Background: an optimization exercise with open tools, aiming at a short achievable clock period and few clock cycles. Do not read the settings as production practice. At most, simulation tests tie the RTL to the original design; equivalence was not proved. No activity file was given, so power comes from the tool's default toggle rates.

## avr_top
module avr_top (
	input wire logic clk,
	input wire logic reset,
	input wire logic [15:0] cdata,
	input wire logic [7:0] data_read,
	output logic [15:0] pc,
	output logic [15:0] dmem_addr,
	output logic dmem_wen,
	output logic dmem_ren,
	output logic [7:0] dmem_wdata
);
clock: 10.0 ns
lec_check: 0
abc_clock_period_in_ps: 2500
cap_margin: 30
core_margin: 2
core_utilization: 40
setup_slack_margin: 5
slew_margin: 20
synth_hierarchical: 1
standard.sh (not shown) runs the stock make flow with config.mk's settings and CLKGATE_MAP_FILE= SYNTH_SCRIPT=/design/flow/synth_recipe.tcl, a recipe that flattens the netlist after the stock synthesis.
==> flow/flow/run.sh <==
#!/bin/bash
# Standard synthesis and layout; only the setup repair target is raised, so
# repair_timing keeps working on the paths after they meet the clock.
set -euo pipefail
bash standard.sh synth > synth.log 2>&1
bash standard.sh SETUP_SLACK_MARGIN=7.0 finish > layout.log 2>&1
Testbench counts at the start, summed over its fixed seeds: cycles 142,365.
Change:
--- a/flow/flow/run.sh
+++ b/flow/flow/run.sh
@@ -5,2 +5,2 @@
 bash standard.sh synth > synth.log 2>&1
-bash standard.sh SETUP_SLACK_MARGIN=7.0 finish > layout.log 2>&1
+bash standard.sh SETUP_SLACK_MARGIN=6.5 finish > layout.log 2>&1
After rerunning: Clock skew went down by 0.040 ns. Worst setup slack is worse by 0.032 ns. Power fell by a little under a tenth. First-iteration DRC count came out lower by a few percent. Wire length goes down by roughly a tenth. Maximum frequency goes down slightly. Sequential share of layout area rises by 2.1 points. Clock-buffer cell count rises by 15. Cell area went down by a few percent. Global-route usage drops by 2.2 points.

* * *

avr_top, a different RTL version from the one above (not shown whole).
Size in the first run: roughly 370 flip-flops, about 25000 sq um of cells after synthesis.
make LEC_CHECK=0 ABC_CLOCK_PERIOD_IN_PS=3000 CAP_MARGIN=20 CORE_MARGIN=2 CORE_UTILIZATION=40 SETUP_SLACK_MARGIN=5 SLEW_MARGIN=20 finish   # period 10.0 ns
run.sh (not shown) runs the stock make flow with config.mk's settings and CLKGATE_MAP_FILE= SYNTH_SCRIPT=/design/flow/synth_recipe.tcl, a recipe that flattens the netlist after the stock synthesis.
Stock flow here: none of the scripts above is used.
Edit:
--- a/flow/config.mk
+++ b/flow/config.mk
@@ -7,3 +7,2 @@
 export LEC_CHECK = 0
-export ABC_CLOCK_PERIOD_IN_PS = 3000
 export CAP_MARGIN = 20
@@ -11,3 +10,2 @@
 export CORE_UTILIZATION = 40
-export SETUP_SLACK_MARGIN = 5
 export SLEW_MARGIN = 20
=> The new run produced a clean layout. Hold slack stays flat. Register-to-register slack degrades by 0.68 ns. Setup slack degrades by 0.96 ns. Power decreases by 5.6%. Design area decreases by 5.3%. Critical path depth decreases by 3. Clock-buffer cell count increases by 3. Maximum frequency decreases by 16%. Sequential power is about the same.
Function was not checked in any run of this note: the RTL went through the layout flow alone.

* * *

## job 6611
avr_top, a different RTL version from the one above (not shown whole).
For scale: about 5,100 cells after synthesis, roughly 750 flip-flops, roughly 68 I/O pins, about 44,000 um^2 of cells after synthesis.
==> flow/design.v (excerpt) <==
module avr_top (
	input wire logic clk,
	input wire logic reset,
	input wire logic [15:0] cdata,
	input wire logic [7:0] data_read,
	output logic [15:0] pc,
	output logic [15:0] dmem_addr,
	output logic dmem_wen,
	output logic dmem_ren,
	output logic [7:0] dmem_wdata
);
	avr_mem_pkg::dmem_req_t dmem;
	avr_mem_pkg::addr_t pc_next;
	avr_cpu u_cpu (
		.clk(clk),
		.reset(reset),
		.cdata(cdata),
		.data_read(data_read),
		.pc_next(pc_next),
		.dmem(dmem)
	);
	always_ff @(posedge clk) begin
		pc <= pc_next;
	end
	assign dmem_addr = dmem.addr;
	assign dmem_wen = dmem.wen;
	assign dmem_ren = dmem.ren;
	assign dmem_wdata = dmem.wdata;
endmodule
Settings: LEC_CHECK=0, ABC_CLOCK_PERIOD_IN_PS=2500, CAP_MARGIN=30, CORE_MARGIN=2, CORE_UTILIZATION=40, SETUP_SLACK_MARGIN=5, SLEW_MARGIN=20, SYNTH_HIERARCHICAL=1; clock period 10.0 ns.
standard.sh (not shown) runs the stock make flow with config.mk's settings and CLKGATE_MAP_FILE= SYNTH_SCRIPT=/design/flow/synth_recipe.tcl, a recipe that flattens the netlist after the stock synthesis.
==> flow/flow/run.sh <==
#!/bin/bash
# Standard synthesis and layout; only the setup repair target is raised, so
# repair_timing keeps working on the paths after they meet the clock.
set -euo pipefail
bash standard.sh synth > synth.log 2>&1
bash standard.sh SETUP_SLACK_MARGIN=6.0 finish > layout.log 2>&1
Testbench counts of job 6611, summed over its fixed seeds: cycles 142,365.
Input-level comparison between job 4752 and job 6611:
==> flow/flow/run.sh <==
#!/bin/bash
# Standard synthesis and layout. Only the resizer's targets change: the setup
# repair aims past the clock so repair_timing keeps working on the paths after
# they meet it, and it may resize a cell into any footprint.
set -euo pipefail
bash standard.sh synth > synth.log 2>&1
bash standard.sh SETUP_SLACK_MARGIN=7.0 MATCH_CELL_FOOTPRINT=0 finish > layout.log 2>&1
## What came out
- Job 4752 completed every stage of the flow, and the final layout passed the timing, design-rule and antenna checks.
- Critical-path cell with the highest stage delay = sky130_fd_sc_hd__nor2b_1: job 6611; critical-path cell with the highest stage delay = sky130_fd_sc_hd__a211oi_2: job 4752
- Min power consumed by combinational cells across job 4752 and job 6611: job 6611
- Of job 4752 and job 6611, the lower share of final-layout standard cells stronger than drive strength 1 belongs to job 6611.
- Number of buffers outside the clock class in the layout, job 4752 vs job 6611: up by more than 100%
- Area of the multi-input gates, job 4752 and job 6611, higher one = job 4752.
- Re number of diodes added for antenna fixing: job 4752 is 15 up on job 6611.
- Between job 4752 and job 6611, critical path depth is lower for job 6611, job 4752 comes in above that.
- Global-route met2 utilization on job 4752 is up relative to job 6611.
Relative to job 4752, the following input files were edited for job 4424:
diff --git a/flow/flow/run.sh b/flow/flow/run.sh
--- a/flow/flow/run.sh
+++ b/flow/flow/run.sh
@@ -6,2 +6,2 @@
 bash standard.sh synth > synth.log 2>&1
-bash standard.sh SETUP_SLACK_MARGIN=7.0 MATCH_CELL_FOOTPRINT=0 finish > layout.log 2>&1
+bash standard.sh SETUP_SLACK_MARGIN=6.5 MATCH_CELL_FOOTPRINT=0 finish > layout.log 2>&1
## What came out
- Compared with job 4752, job 4424 shows a combined area of the multi-input logic cells that is about 7% lower.
- Job 4424 leaves more setup margin than job 4752.
- Of job 4752 and job 4424, the run reporting the higher fraction of the core area covered by cells at the end of the flow was job 4752.
- In job 4424 the final cell count turned out 151 lower than in job 4752.
- The lower worst-margin pin slew of job 4752 and job 4424 is in job 4424.
- Total internal power ended up 0.00044 W lower on job 4424 than on job 4752.
- [job 4424 vs job 4752] post-layout net count: lower in job 4424
- As far as number of max-cap violations goes, job 4424 and job 4752 are indistinguishable; the numbers are identical.
- Slowest cell on the critical path = sky130_fd_sc_hd__a211oi_2: job 4752; slowest cell on the critical path = sky130_fd_sc_hd__nor4_4: job 4424

## what the ideal ports hide
The results above use ideal ports. As a check the final layouts listed here were re-extracted and re-timed, cells and wires unchanged.
Step 1, drivers: a clkbuf_16 drives clk and a buf_2 each remaining input, both assumed.
Step 2 also shifts input and output timing later by t, the mid clock arrival at the registers, as if the neighbouring blocks saw the same clock.
a / b / c = ideal / step 1 / step 2; a / b = the first two.
run	shift t [ns]	slack for setup (ns)	clock arrival spread, ns	worst register clock-pin slew, ns	worst data-port slew with drivers (ns)
the first run of note 1	0.755	5.845 / 5.735 / 4.980	0.066 / 0.066	0.07 / 0.07	0.37
the second run of note 1	0.730	5.813 / 5.832 / 5.102	0.028 / 0.028	0.07 / 0.07	0.22
the first run of note 2	0.676	4.844 / 4.844 / 4.214	0.039 / 0.040	0.08 / 0.08	0.06
the second run of note 2	0.649	3.880 / 3.924 / 3.274	0.040 / 0.039	0.07 / 0.07	0.05
job 6611	0.769	5.908 / 5.915 / 5.188	0.049 / 0.050	0.07 / 0.07	0.19
job 4752	0.762	5.941 / 5.777 / 5.015	0.061 / 0.062	0.07 / 0.07	0.34
job 4424	0.760	5.968 / 5.875 / 5.115	0.063 / 0.063	0.07 / 0.07	0.33
After both steps every run listed still meets setup and hold. The setup slack of job 4752, which loses most, moves by -0.164 ns with the drivers and by -0.926 ns with both steps.
